This is an optimization exercise on Yosys and OpenROAD, whose aim is small area, a short achievable clock period and few clock cycles, not a production implementation.
The RTL was checked by simulation tests, not by an equivalence proof against the original design.
No activity file was given, so power comes from the tool's default toggle rates.

==> sierra <==
Design grid_maze_dfs_path_search, start of the top module:
module grid_maze_dfs_path_search (
   input  logic                            clock,
   input  logic                            reset,
   input  logic                            req_tvalid,
   output logic                            req_tready,
   input  logic [gmdfs_pkg::REQ_W-1:0]     req_tdata,
   output logic                            rsp_tvalid,
   input  logic                            rsp_tready,
   output logic [gmdfs_pkg::RSP_W-1:0]     rsp_tdata,
   input  logic                            csr_valid,
   output logic                            csr_ready,
   input  logic [0:0]                      csr_index,
   input  logic [gmdfs_pkg::CFG_W-1:0]     csr_wdata
);
Settings: LEC_CHECK=0, CAP_MARGIN=20, CORE_MARGIN=2, CORE_UTILIZATION=38, CTS_CLUSTER_DIAMETER=100, CTS_CLUSTER_SIZE=20, SLEW_MARGIN=20, TNS_END_PERCENT=10; clock period 9.0 ns.
standard.sh (not shown) runs the stock make flow with config.mk's settings and CLKGATE_MAP_FILE= SYNTH_SCRIPT=/design/flow/synth_recipe.tcl, a recipe that flattens the netlist after the stock synthesis.
==> flow/flow/run.sh <==
#!/bin/bash
set -euo pipefail
bash standard.sh SETUP_SLACK_MARGIN=6 finish > standard.log 2>&1
==> willow (differences from sierra) <==
TNS_END_PERCENT = not set   (was 10)
==> summary of the runs <==
Synthesized cell count is the same in willow and sierra. Between sierra and willow, the lower utilization is in sierra (gap 0.56 points). Against sierra, the worst setup slack of willow is higher by 180 ps. In willow the critical path depth is higher than in sierra, by 1.
Testbench counts of sierra, summed over its fixed seeds: cycles 32,591.
Testbench counts of willow, summed over its fixed seeds: cycles 32,591.


==> inputs of exp/cedar <==
grid_maze_dfs_path_search again, from the RTL that the note above started with.
Design grid_maze_dfs_path_search, start of the top module:
module grid_maze_dfs_path_search (
   input  logic                            clock,
   input  logic                            reset,
   input  logic                            req_tvalid,
   output logic                            req_tready,
   input  logic [gmdfs_pkg::REQ_W-1:0]     req_tdata,
   output logic                            rsp_tvalid,
   input  logic                            rsp_tready,
   output logic [gmdfs_pkg::RSP_W-1:0]     rsp_tdata,
   input  logic                            csr_valid,
   output logic                            csr_ready,
   input  logic [0:0]                      csr_index,
   input  logic [gmdfs_pkg::CFG_W-1:0]     csr_wdata
);
==> flow/config.mk <==
export PLATFORM = sky130hd
export DESIGN_NAME = grid_maze_dfs_path_search
export DESIGN_NICKNAME = grid_maze_dfs_path_search
export VERILOG_FILES = /design/flow/design.v
export SDC_FILE = /design/flow/constraint.sdc
export NUM_CORES = 4
export LEC_CHECK = 0
export CAP_MARGIN = 20
export CORE_MARGIN = 2
export CORE_UTILIZATION = 38
export CTS_CLUSTER_DIAMETER = 100
export CTS_CLUSTER_SIZE = 20
export SETUP_SLACK_MARGIN = 5
export SLEW_MARGIN = 20
==> flow/constraint.sdc <==
create_clock -name core_clock -period 9.0 [get_ports {clock}]
set_input_delay 1.8000 -clock core_clock [delete_from_list [all_inputs] [get_ports {clock}]]
set_output_delay 1.8000 -clock core_clock [all_outputs]
set_load 0.01 [all_outputs]
run.sh (not shown) runs the stock make flow with config.mk's settings and CLKGATE_MAP_FILE= SYNTH_SCRIPT=/design/flow/synth_recipe.tcl, a recipe that flattens the netlist after the stock synthesis.
Stock flow here: none of the scripts above is used.
==> exp/tundra: changes against exp/cedar <==
==> flow/flow/run.sh (new file) <==
#!/bin/bash
set -euo pipefail
bash standard.sh SETUP_SLACK_MARGIN=6 finish > standard.log 2>&1
==> flow/standard.sh (new file) <==
#!/bin/bash
# synth_recipe.tcl (not shown) runs the flow's synth.tcl, then flattens the netlist and writes it again
# the make line also repeats each setting of config.mk as NAME=value (left out here)
make -C /OpenROAD-flow-scripts/flow DESIGN_CONFIG=/design/flow/config.mk WORK_HOME=/design/flow/orfs CLKGATE_MAP_FILE= SYNTH_SCRIPT=/design/flow/synth_recipe.tcl "${@:-finish}"
Settings changed: CELL_PAD_IN_SITES_DETAIL_PLACEMENT from default to 1, CELL_PAD_IN_SITES_GLOBAL_PLACEMENT from default to 1, SETUP_SLACK_MARGIN 5 to default.
removed: flow/run.sh
==> impl_metrics.csv <==
group,metric,value,unit
sta,period_minus_slack,3.41,ns
finish,final-clk-cell-share,0.0298,
global_routing,use_met1,0.522,
run_status,status,"no timing/DRC/antenna violations",
worst_setup_path,critPathBufInv,1,
routing,drtIter0Drc,7491,
routing,wl_met1,94000,µm
sta,layout_setup_ws,5.59,ns
finish,multi_input_area,18100,µm²
global_routing,grt_max_degree,151,
pwr,p_switching,3540,µW
worst_setup_path,cp-startpoint,"xr_ff[9]",
That was exp/tundra.
==> impl_metrics.csv <==
group,metric,value,unit
run_status,status,"no timing/DRC/antenna violations",
finish,final-clk-cell-share,0.0318,
global_routing,use_met2,0.492,
worst_setup_path,endpoint,"arr_ff[0]",
sta,layout_setup_ws,4.90,ns
worst_setup_path,reg2reg_to,"arr_ff[0]",
global_routing,grt_max_degree,97,
global_routing,use_met1,0.435,
pwr,p_switching,2940,µW
synth,synth-compound-area-share,0.211,
synth,synth_common_cells,"863 x edfxtp_1, 651 x nor2_1, 375 x a22oi_1, 189 x a221oi_1, 179 x nand2_1",
routing,drtIter0Drc,6373,
routing,wl_met1,75800,µm
worst_setup_path,cp-startpoint,"xr_ff[4]",
worst_setup_path,critPathBufInv,2,
sta,period_minus_slack,4.10,ns
worst_hold_path,min_from,"r_d_ff[5]",
That was exp/cedar.
Testbench counts of exp/cedar, summed over its fixed seeds: cycles 32,591.
Testbench counts of exp/tundra, summed over its fixed seeds: cycles 32,591.

## what the ideal ports hide
In the flow no input, the clock included, has a driving cell. The finished layouts below were timed again as built, in two steps.
Step 1 sets driving cells, clkbuf_16 on the clock port and buf_2 on the other inputs (assumed; they add their load-dependent delay and slew).
Step 2 adds t to the input delays and takes it off the output delays; t is the mean of the earliest and latest rising clock arrival at the registers after step 1. Input paths then give back, and output paths get back, about the clock's delay inside the block.
a / b / c = ideal ports / drivers / drivers and shift; a / b = the first two.
| run | t (ns) | slack for setup (ns) | slew at the worst register clock pin (ns) | cell pins on the clock port's net |
|---|---|---|---|---|
| sierra | 0.774 | 5.474 / 5.474 / 4.923 | 0.10 / 0.10 | 1 |
| willow | 0.774 | 5.659 / 5.659 / 5.182 | 0.10 / 0.10 | 1 |
| exp/cedar | 0.765 | 4.900 / 4.900 / 4.308 | 0.10 / 0.10 | 1 |
| exp/tundra | 0.779 | 5.591 / 5.591 / 5.186 | 0.10 / 0.10 | 1 |
After both steps every run listed still meets setup and hold. For exp/cedar, which loses most, drivers alone change the setup slack by 0.000 ns; drivers and shift together by -0.592 ns.
